What follows belongs to an exercise in optimizing a design on an open flow for small area and a short achievable clock period; a production flow would make more cautious choices. No activity file was given, so power comes from the tool's default toggle rates.

==> module mspd_lane, before the edit <==
module mspd_lane (
  input  logic                            clk,
  input  logic                            rst_n,
  input  logic                            sample_en,
  input  logic [mspd_pkg::SAMPLE_W-1:0]   sample,
  input  logic [mspd_pkg::TIME_W-1:0]     now_ms,
  input  logic [10:0]                     thr2m1,     
  input  logic                            thr_zero,
  input  logic [15:0]                     lo_m_win,   
  input  logic                            lo_wrap,    
  output logic                            fin,        
  output logic [mspd_pkg::PEAK_W-1:0]     peak        
);
  logic                           active_r;
  logic [mspd_pkg::PEAK_W-1:0]    peak_r;
  logic [mspd_pkg::TIME_W-1:0]    start_r;
  logic [mspd_pkg::PEAK_W-1:0]    key;
  logic                           gt;
  logic                           trig;
  logic                           expired;
  assign key     = {sample[8:0] ^ {9{~sample[9]}}, ~sample[9]};
  mspd_cmp #(.W(10), .G(1)) u_gt   (.a(key),          .b(peak_r),        .ci(1'b0), .y(gt));
  logic ge_thr;
  mspd_cmp #(.W(11), .G(1)) u_trig (.a({1'b0, key}),  .b(thr2m1),        .ci(1'b1), .y(ge_thr));
  assign trig    = thr_zero || ge_thr;
  logic        c1, c2, lt, hz;
  logic [15:0] ah, ch;
  mspd_cmp #(.W(16), .G(4)) u_c1 (.a(now_ms[15:0]),  .b(start_r[15:0]), .ci(1'b1), .y(c1));
  mspd_cmp #(.W(16), .G(4)) u_c2 (.a(start_r[15:0]), .b(lo_m_win),      .ci(1'b0), .y(c2));
  assign lt  = lo_wrap ? (c1 || c2) : (c1 && c2);
  assign ah  = now_ms[31:16];
  assign ch  = ~start_r[31:16];
  assign hz  = ((ah[0] ^ ch[0]) == c1) &&
               (((ah[15:1] ^ ch[15:1]) ^ (ah[14:0] | ch[14:0])) == 15'd0);
  assign expired = !(hz && lt);
  assign fin     = active_r && expired;
  assign peak    = peak_r;
  always_ff @(posedge clk) begin
    if (!rst_n)
      active_r <= 1'b0;
    else if (sample_en)
      active_r <= active_r ? !expired : trig;
  end
  always_ff @(posedge clk) begin
    if (!active_r)
      start_r <= now_ms;
    if (!active_r || (sample_en && gt))
      peak_r <= key;
  end
endmodule
Settings: LEC_CHECK=0, ABC_AREA=1, CAP_MARGIN=20, CORE_MARGIN=2, CORE_UTILIZATION=55, CTS_CLUSTER_DIAMETER=100, CTS_CLUSTER_SIZE=24, PLACE_DENSITY=0.75, SETUP_SLACK_MARGIN=3.5, SLEW_MARGIN=20; clock period 6.5 ns.
standard.sh (not shown) runs the stock make flow with config.mk's settings and CLKGATE_MAP_FILE= SYNTH_SCRIPT=/design/flow/synth_recipe.tcl, a recipe that flattens the netlist after the stock synthesis.
==> flow/flow/run.sh <==
#!/bin/bash
# standard layout, with the port buffers made of buf_2 cells instead of the
# resizer's default pick (a delay buffer)
set -euo pipefail
export BUFFER_PORTS_ARGS="-buffer_cell sky130_fd_sc_hd__buf_2"
bash standard.sh > standard.log 2>&1
Then changed:
--- a/flow/design.v
+++ b/flow/design.v
@@ -54,7 +54,7 @@
   logic        c1, c2, lt, hz;
   logic [15:0] ah, ch;
   mspd_cmp #(.W(16), .G(4)) u_c1 (.a(now_ms[15:0]),  .b(start_r[15:0]), .ci(1'b1), .y(c1));
-  mspd_cmp #(.W(16), .G(4)) u_c2 (.a(start_r[15:0]), .b(lo_m_win),      .ci(1'b0), .y(c2));
+  mspd_cmp #(.W(16), .G(8)) u_c2 (.a(start_r[15:0]), .b(lo_m_win),      .ci(1'b0), .y(c2));
   assign lt  = lo_wrap ? (c1 || c2) : (c1 && c2);
   assign ah  = now_ms[31:16];
   assign ch  = ~start_r[31:16];
Outcome: Worst setup slack gets worse by 84 ps. Design area falls by 2.0%. Via count falls by 6.6%. Core utilization rises by 0.20 points. Final cell count falls by 4.2%. Critical path depth falls by 1. Clock-buffer cell count is unchanged. Routed wire length falls by 9.2%. Register-to-register slack gets worse by 20 ps. Sequential power is about the same. Synthesized cell count falls by 4.7%. Non-clock buffer count falls by 3.
Function was not checked in any run of this note: the RTL went through the layout flow alone.

========
Setup of yarrow:
Starting RTL as in the previous note.
export LEC_CHECK = 0
export ABC_AREA = 1
export CAP_MARGIN = 20
export CORE_MARGIN = 2
export CORE_UTILIZATION = 40
export CTS_CLUSTER_DIAMETER = 100
export CTS_CLUSTER_SIZE = 24
export SETUP_SLACK_MARGIN = 3.5
export SLEW_MARGIN = 20
create_clock -name core_clock -period 6.5 [get_ports {clk}]
Scripts as last shown in full above: flow/flow/run.sh
### yarrow -> lagoon
diff --git a/flow/design.v b/flow/design.v
--- a/flow/design.v
+++ b/flow/design.v
@@ -51,12 +51,12 @@
   logic ge_thr;
   mspd_cmp #(.W(11), .G(1)) u_trig (.a({1'b0, key}),  .b(thr2m1),        .ci(1'b1), .y(ge_thr));
   assign trig    = thr_zero || ge_thr;
   logic        c1, c2, lt, hz;
   logic [15:0] ah, ch;
-  mspd_cmp #(.W(16), .G(4)) u_c1 (.a(now_ms[15:0]),  .b(start_r[15:0]), .ci(1'b1), .y(c1));
-  mspd_cmp #(.W(16), .G(4)) u_c2 (.a(start_r[15:0]), .b(lo_m_win),      .ci(1'b0), .y(c2));
+  mspd_cmp #(.W(16), .G(16)) u_c1 (.a(now_ms[15:0]),  .b(start_r[15:0]), .ci(1'b1), .y(c1));
+  mspd_cmp #(.W(16), .G(8)) u_c2 (.a(start_r[15:0]), .b(lo_m_win),      .ci(1'b0), .y(c2));
   assign lt  = lo_wrap ? (c1 || c2) : (c1 && c2);
   assign ah  = now_ms[31:16];
   assign ch  = ~start_r[31:16];
   assign hz  = ((ah[0] ^ ch[0]) == c1) &&
                (((ah[15:1] ^ ch[15:1]) ^ (ah[14:0] | ch[14:0])) == 15'd0);
==> notes.md <==
- Taking yarrow as the reference, in lagoon number of filler instances in the final layout decreased by about 4% relative to the old numbers, length of routed met3 wiring decreased by 1200 microns relative to the old numbers, power decreased by 1.3% relative to the old numbers, final clock period utilization by the worst path increased by 3.7 points relative to the old numbers, wire length per cell decreased by about 2.6% relative to the old numbers.
- Cmp lagoon vs yarrow: overall die area lower in lagoon
- Cmp lagoon vs yarrow: die boundary width lower in lagoon
- Relative to yarrow, the final non-filler cell total of lagoon is lower by 104.
- Comparing lagoon and yarrow, count of distinct cell types in the synthesized netlist is lower on yarrow.
- Combinational fraction of design power: higher on yarrow
- Re design area: lagoon is 1.9% down on yarrow.
- In lagoon the layout buffer count excluding clock buffers turned out 5.6% higher than in yarrow.
- | post-layout worst setup margin | lagoon vs yarrow | worse |
- Looking at number of iterations in the first detailed-routing pass, lagoon sits 1 lower than yarrow does.
No run of this note included a check of the RTL's function; only the layout flow was run.

========
The RTL this note starts from:
==> flow/design.v <==
package mspd_pkg;
  localparam int CHANNELS = 4;
  localparam int IN_CH    = 4;
  localparam int LANES    = (CHANNELS < IN_CH) ? CHANNELS : IN_CH;
  localparam int SAMPLE_W = 10;
  localparam int PEAK_W   = 10;
  localparam int CH_W     = 2;
  localparam int TIME_W   = 32;
  localparam int THR_W    = 10;
  localparam int WIN_W    = 16;
  localparam int CFG_W    = 16;
  localparam logic [SAMPLE_W:0] MID_RAIL = 11'd512;
  localparam logic [THR_W-1:0] THRESHOLD_RESET = 10'd80;
  localparam logic [WIN_W-1:0] WINDOW_RESET    = 16'd20;
  localparam logic REG_THRESHOLD = 1'b0;
  localparam logic REG_WINDOW    = 1'b1;
  localparam logic OP_SAMPLE = 1'b0;
  localparam logic OP_POLL   = 1'b1;
  typedef struct packed {
    logic              done;
    logic [PEAK_W-1:0] peak;
  } lane_fin_t;
  typedef struct packed {
    logic              valid;
    logic [CH_W-1:0]   channel;
    logic [PEAK_W-1:0] peak;
  } result_t;
endpackage
module mspd_lane (
  input  logic                            clk,
  input  logic                            rst_n,
  input  logic                            sample_en,
  input  logic [mspd_pkg::SAMPLE_W-1:0]   sample,
  input  logic [mspd_pkg::TIME_W-1:0]     now_ms,
  input  logic [10:0]                     thr2m1,     
  input  logic                            thr_zero,
  input  logic [15:0]                     lo_m_win,   
  input  logic                            lo_wrap,    
  output logic                            fin,        
  output logic [mspd_pkg::PEAK_W-1:0]     peak        
);
  logic                           active_r;
  logic [mspd_pkg::PEAK_W-1:0]    peak_r;
  logic [mspd_pkg::TIME_W-1:0]    start_r;
  logic [mspd_pkg::PEAK_W-1:0]    key;
  logic                           gt;
  logic                           trig;
  logic                           expired;
  assign key     = {sample[8:0] ^ {9{~sample[9]}}, ~sample[9]};
  mspd_cmp #(.W(10), .G(1)) u_gt   (.a(key),          .b(peak_r),        .ci(1'b0), .y(gt));
  logic ge_thr;
  mspd_cmp #(.W(11), .G(1)) u_trig (.a({1'b0, key}),  .b(thr2m1),        .ci(1'b1), .y(ge_thr));
  assign trig    = thr_zero || ge_thr;
  logic        c1, c2, lt, hz;
  logic [15:0] ah, ch;
  mspd_cmp #(.W(16), .G(8)) u_c1 (.a(now_ms[15:0]),  .b(start_r[15:0]), .ci(1'b1), .y(c1));
  mspd_cmp #(.W(16), .G(8)) u_c2 (.a(start_r[15:0]), .b(lo_m_win),      .ci(1'b0), .y(c2));
  assign lt  = lo_wrap ? (c1 || c2) : (c1 && c2);
  assign ah  = now_ms[31:16];
  assign ch  = ~start_r[31:16];
  assign hz  = ((ah[0] ^ ch[0]) == c1) &&
               (((ah[15:1] ^ ch[15:1]) ^ (ah[14:0] | ch[14:0])) == 15'd0);
  assign expired = !(hz && lt);
  assign fin     = active_r && expired;
  assign peak    = peak_r;
  always_ff @(posedge clk) begin
    if (!rst_n)
      active_r <= 1'b0;
    else if (sample_en)
      active_r <= active_r ? !expired : trig;
  end
  always_ff @(posedge clk) begin
    if (!active_r)
      start_r <= now_ms;
    if (!active_r || (sample_en && gt))
      peak_r <= key;
  end
endmodule
module mspd_cmp #(
  parameter int W = 16,
  parameter int G = 4
) (
  input  logic [W-1:0] a,
  input  logic [W-1:0] b,
  input  logic         ci,
  output logic         y
);
  localparam int NG = (W + G - 1) / G;
  localparam int L  = (NG < 2) ? 1 : (NG < 4) ? 2 : (NG < 8) ? 3 : (NG < 16) ? 4 : (NG < 32) ? 5 : 6;
  localparam int N  = 1 << L;
  logic [N-1:0] g [L+1];
  logic [N-1:0] p [L+1];
  for (genvar i = 0; i < N; i++) begin : g_leaf
    if (i == 0) begin : g_ci
      assign g[0][i] = ci;
      assign p[0][i] = 1'b0;
    end else if (i <= NG) begin : g_grp
      logic [G:0] gc;
      logic [G:0] pc;
      assign gc[0] = 1'b0;
      assign pc[0] = 1'b1;
      for (genvar j = 0; j < G; j++) begin : g_bit
        localparam int K = (i - 1) * G + j;
        if (K < W) begin : g_in
          assign gc[j+1] = (a[K] & ~b[K]) | ((a[K] | ~b[K]) & gc[j]);
          assign pc[j+1] = (a[K] | ~b[K]) & pc[j];
        end else begin : g_out
          assign gc[j+1] = gc[j];
          assign pc[j+1] = pc[j];
        end
      end
      assign g[0][i] = gc[G];
      assign p[0][i] = pc[G];
    end else begin : g_pad
      assign g[0][i] = 1'b0;
      assign p[0][i] = 1'b1;
    end
  end
  for (genvar k = 1; k <= L; k++) begin : g_lvl
    for (genvar i = 0; i < (N >> k); i++) begin : g_node
      assign g[k][i] = g[k-1][2*i+1] | (p[k-1][2*i+1] & g[k-1][2*i]);
      assign p[k][i] = p[k-1][2*i+1] & p[k-1][2*i];
    end
    if ((N >> k) < N) begin : g_fill
      assign g[k][N-1:(N >> k)] = '0;
      assign p[k][N-1:(N >> k)] = '0;
    end
  end
  assign y = g[L][0];
endmodule
module mspd_merge (
  input  logic                                       clk,
  input  logic                                       rst_n,
  input  logic                                       sample_acc,
  input  logic                                       poll_acc,
  input  logic [mspd_pkg::LANES-1:0]                 fin,
  input  logic [mspd_pkg::LANES*mspd_pkg::PEAK_W-1:0] peak,
  output logic                                       full,
  output logic [mspd_pkg::CH_W-1:0]                  slot_ch,
  output logic [mspd_pkg::PEAK_W-1:0]                slot_peak
);
  logic                         pend_r;
  logic [mspd_pkg::LANES-1:0]   fin_r;
  logic [mspd_pkg::CH_W-1:0]    win_ch;
  logic [mspd_pkg::PEAK_W-1:0]  win_key;
  assign full = pend_r || (|fin_r);
  always_comb begin
    win_ch  = '0;
    win_key = peak[0 +: mspd_pkg::PEAK_W];
    for (int i = mspd_pkg::LANES - 1; i > 0; i--) begin
      if (fin_r[i]) begin
        win_ch  = mspd_pkg::CH_W'(i);
        win_key = peak[i*mspd_pkg::PEAK_W +: mspd_pkg::PEAK_W];
      end
    end
    if (fin_r[0]) begin
      win_ch  = '0;
      win_key = peak[0 +: mspd_pkg::PEAK_W];
    end
  end
  always_ff @(posedge clk) begin
    if (!rst_n) begin
      pend_r <= 1'b0;
      fin_r  <= '0;
    end else begin
      pend_r <= full && !poll_acc;
      fin_r  <= (sample_acc && !full) ? fin : '0;
    end
  end
  always_ff @(posedge clk) begin
    if (|fin_r) begin
      slot_ch   <= win_ch;
      slot_peak <= {1'b0, win_key[9:1]} + {9'd0, win_key[0]};
    end
  end
endmodule
module multichannel_strike_peak_detector (
  input  logic                              clk,
  input  logic                              rst_n,
  input  logic                              cfg_we,
  input  logic                              cfg_index,
  input  logic [mspd_pkg::CFG_W-1:0]        cfg_wdata,
  input  logic                              in_valid,
  output logic                              in_ready,
  input  logic                              in_op,
  input  logic [mspd_pkg::SAMPLE_W-1:0]     in_sample_ch0,
  input  logic [mspd_pkg::SAMPLE_W-1:0]     in_sample_ch1,
  input  logic [mspd_pkg::SAMPLE_W-1:0]     in_sample_ch2,
  input  logic [mspd_pkg::SAMPLE_W-1:0]     in_sample_ch3,
  input  logic [mspd_pkg::TIME_W-1:0]       in_now_ms,
  output logic                              out_valid,
  input  logic                              out_ready,
  output logic                              out_event_valid,
  output logic [mspd_pkg::CH_W-1:0]         out_event_channel,
  output logic [mspd_pkg::PEAK_W-1:0]       out_event_peak
);
  logic [mspd_pkg::THR_W-1:0]  thr_r;
  logic [mspd_pkg::WIN_W-1:0]  win_r;
  logic [10:0]                 thr2m1;
  logic                        thr_zero;
  logic                        in_acc;
  logic                        sample_en;
  logic                        poll_en;
  logic                        full;
  logic [mspd_pkg::SAMPLE_W-1:0]               samples [mspd_pkg::IN_CH];
  logic [mspd_pkg::LANES-1:0]                  fin;
  logic [mspd_pkg::LANES*mspd_pkg::PEAK_W-1:0] peak;
  logic [mspd_pkg::CH_W-1:0]                   slot_ch;
  logic [mspd_pkg::PEAK_W-1:0]                 slot_peak;
  logic                        out_valid_r;
  logic                        ev_r;
  assign samples[0] = in_sample_ch0;
  assign samples[1] = in_sample_ch1;
  assign samples[2] = in_sample_ch2;
  assign samples[3] = in_sample_ch3;
  assign in_ready  = !out_valid_r || out_ready;
  assign in_acc    = in_valid && in_ready;
  assign sample_en = in_acc && (in_op == mspd_pkg::OP_SAMPLE);
  assign poll_en   = in_acc && (in_op == mspd_pkg::OP_POLL);
  always_ff @(posedge clk) begin
    if (!rst_n) begin
      thr_r <= mspd_pkg::THRESHOLD_RESET;
      win_r <= mspd_pkg::WINDOW_RESET;
    end else if (cfg_we) begin
      if (cfg_index == mspd_pkg::REG_WINDOW)
        win_r <= cfg_wdata[mspd_pkg::WIN_W-1:0];
      else
        thr_r <= cfg_wdata[mspd_pkg::THR_W-1:0];
    end
  end
  assign thr2m1   = {thr_r, 1'b0} - 11'd1;
  assign thr_zero = (thr_r == '0);
  logic [16:0] lo_sum;
  logic [16:0] lo_m_win;
  assign lo_sum   = {1'b0, ~in_now_ms[15:0]} + {1'b0, win_r};
  assign lo_m_win = {lo_sum[16], ~lo_sum[15:0]};
  for (genvar g = 0; g < mspd_pkg::LANES; g++) begin : g_lane
    mspd_lane u_lane (
      .clk       (clk),
      .rst_n     (rst_n),
      .sample_en (sample_en),
      .sample    (samples[g]),
      .now_ms    (in_now_ms),
      .thr2m1    (thr2m1),
      .thr_zero  (thr_zero),
      .lo_m_win  (lo_m_win[15:0]),
      .lo_wrap   (lo_m_win[16]),
      .fin       (fin[g]),
      .peak      (peak[g*mspd_pkg::PEAK_W +: mspd_pkg::PEAK_W])
    );
  end
  mspd_merge u_merge (
    .clk        (clk),
    .rst_n      (rst_n),
    .sample_acc (sample_en),
    .poll_acc   (poll_en),
    .fin        (fin),
    .peak       (peak),
    .full       (full),
    .slot_ch    (slot_ch),
    .slot_peak  (slot_peak)
  );
  always_ff @(posedge clk) begin
    if (!rst_n) begin
      out_valid_r <= 1'b0;
    end else if (in_acc) begin
      out_valid_r <= 1'b1;
    end else if (out_ready) begin
      out_valid_r <= 1'b0;
    end
    if (in_acc) begin
      ev_r <= (in_op == mspd_pkg::OP_POLL) && full;
    end
  end
  assign out_valid         = out_valid_r;
  assign out_event_valid   = ev_r;
  assign out_event_channel = ev_r ? slot_ch : '0;
  assign out_event_peak    = ev_r ? slot_peak : '0;
endmodule
clock: 6.5 ns
lec_check: 0
abc_area: 1
cap_margin: 20
core_margin: 2
core_utilization: 40
cts_cluster_diameter: 100
cts_cluster_size: 24
setup_slack_margin: 3.5
slew_margin: 20
Scripts as last shown in full above: flow/flow/run.sh
Rerun with:
--- a/flow/design.v
+++ b/flow/design.v
@@ -32,8 +32,8 @@
   input  logic                            sample_en,
   input  logic [mspd_pkg::SAMPLE_W-1:0]   sample,
   input  logic [mspd_pkg::TIME_W-1:0]     now_ms,
-  input  logic [10:0]                     thr2m1,     
-  input  logic                            thr_zero,
+  input  logic [mspd_pkg::PEAK_W-1:0]     thr_key,    
+  input  logic                            thr_big,    
   input  logic [15:0]                     lo_m_win,   
   input  logic                            lo_wrap,    
   output logic                            fin,        
@@ -43,18 +43,14 @@
   logic [mspd_pkg::PEAK_W-1:0]    peak_r;
   logic [mspd_pkg::TIME_W-1:0]    start_r;
   logic [mspd_pkg::PEAK_W-1:0]    key;
-  logic                           gt;
-  logic                           trig;
+  logic                           ge;
   logic                           expired;
   assign key     = {sample[8:0] ^ {9{~sample[9]}}, ~sample[9]};
-  mspd_cmp #(.W(10), .G(1)) u_gt   (.a(key),          .b(peak_r),        .ci(1'b0), .y(gt));
-  logic ge_thr;
-  mspd_cmp #(.W(11), .G(1)) u_trig (.a({1'b0, key}),  .b(thr2m1),        .ci(1'b1), .y(ge_thr));
-  assign trig    = thr_zero || ge_thr;
+  mspd_cmp #(.W(10), .G(1)) u_ge (.a(key), .b(active_r ? peak_r : thr_key), .ci(1'b1), .y(ge));
   logic        c1, c2, lt, hz;
   logic [15:0] ah, ch;
-  mspd_cmp #(.W(16), .G(8)) u_c1 (.a(now_ms[15:0]),  .b(start_r[15:0]), .ci(1'b1), .y(c1));
-  mspd_cmp #(.W(16), .G(8)) u_c2 (.a(start_r[15:0]), .b(lo_m_win),      .ci(1'b0), .y(c2));
+  mspd_cmp #(.W(16), .G(4)) u_c1 (.a(now_ms[15:0]),  .b(start_r[15:0]), .ci(1'b1), .y(c1));
+  mspd_cmp #(.W(16), .G(4)) u_c2 (.a(start_r[15:0]), .b(lo_m_win),      .ci(1'b0), .y(c2));
   assign lt  = lo_wrap ? (c1 || c2) : (c1 && c2);
   assign ah  = now_ms[31:16];
   assign ch  = ~start_r[31:16];
@@ -67,12 +63,12 @@
     if (!rst_n)
       active_r <= 1'b0;
     else if (sample_en)
-      active_r <= active_r ? !expired : trig;
+      active_r <= active_r ? !expired : (ge && !thr_big);
   end
   always_ff @(posedge clk) begin
     if (!active_r)
       start_r <= now_ms;
-    if (!active_r || (sample_en && gt))
+    if (!active_r || (sample_en && ge))
       peak_r <= key;
   end
 endmodule
@@ -196,8 +192,9 @@
 );
   logic [mspd_pkg::THR_W-1:0]  thr_r;
   logic [mspd_pkg::WIN_W-1:0]  win_r;
-  logic [10:0]                 thr2m1;
-  logic                        thr_zero;
+  logic [mspd_pkg::THR_W-1:0]  thr_m1;
+  logic [mspd_pkg::PEAK_W-1:0] thr_key;
+  logic                        thr_big;
   logic                        in_acc;
   logic                        sample_en;
   logic                        poll_en;
@@ -228,8 +225,9 @@
         thr_r <= cfg_wdata[mspd_pkg::THR_W-1:0];
     end
   end
-  assign thr2m1   = {thr_r, 1'b0} - 11'd1;
-  assign thr_zero = (thr_r == '0);
+  assign thr_m1  = thr_r - 10'd1;
+  assign thr_key = (thr_r == '0) ? '0 : {thr_m1[8:0], 1'b1};
+  assign thr_big = thr_r[9] && (|thr_r[8:0]);
   logic [16:0] lo_sum;
   logic [16:0] lo_m_win;
   assign lo_sum   = {1'b0, ~in_now_ms[15:0]} + {1'b0, win_r};
@@ -241,8 +239,8 @@
       .sample_en (sample_en),
       .sample    (samples[g]),
       .now_ms    (in_now_ms),
-      .thr2m1    (thr2m1),
-      .thr_zero  (thr_zero),
+      .thr_key   (thr_key),
+      .thr_big   (thr_big),
       .lo_m_win  (lo_m_win[15:0]),
       .lo_wrap   (lo_m_win[16]),
       .fin       (fin[g]),
What happened: Worst setup slack improved by 110 ps. Non-clock buffer count is higher by 11. Die area rose by about 3.3%. Total power came out higher by about 4.5%. Worst hold slack loses 22 ps. First-iteration DRC count is higher by about 16%. Cell count climbs by 5.8%. Wire length grows by 14%. Area after synthesis is higher by about 3.4%. Design area came out higher by 5.1%. Global-route usage rose by 2.6 points. Fmax is higher by 3.7%. Utilization came out higher by 0.83 points.
No run of this note included a check of the RTL's function; only the layout flow was run.

==> afterwards: timing with drivers on the ports <==
In the flow no input, the clock included, has a driving cell. The finished layouts below were timed again as built, in two steps. Step 1: set_driving_cell puts a clkbuf_16 on clk and a buf_2 on each other input, an assumption about the parent block. Step 2 adds t to the input delays and takes it off the output delays; t is the mean of the earliest and latest rising clock arrival at the registers after step 1. Input paths then give back, and output paths get back, about the clock's delay inside the block. Slacks: no drivers / after step 1 / after step 2; pairs: no drivers / after step 1.
run	shift t [ns]	slack for setup (ns)	worst setup path at the end	latest minus earliest clock arrival (ns)	worst register clock-pin slew, ns
the first run of note 1	0.534	3.450 / 3.450 / 2.916	input to register	0.021 / 0.021	0.11 / 0.11
the second run of note 1	0.526	3.366 / 3.354 / 2.829	input to register	0.027 / 0.027	0.10 / 0.10
yarrow	0.545	3.441 / 3.444 / 2.899	input to register	0.022 / 0.022	0.10 / 0.10
lagoon	0.529	3.200 / 3.183 / 2.654	input to register	0.038 / 0.038	0.10 / 0.10
the first run of note 3	0.539	3.355 / 3.338 / 2.799	input to register	0.019 / 0.020	0.10 / 0.10
the second run of note 3	0.544	3.466 / 3.452 / 2.908	input to register	0.028 / 0.029	0.11 / 0.11
After both steps setup and hold are still met in every run listed. For the second run of note 3, which loses most, drivers alone change the setup slack by -0.014 ns; drivers and shift together by -0.558 ns.
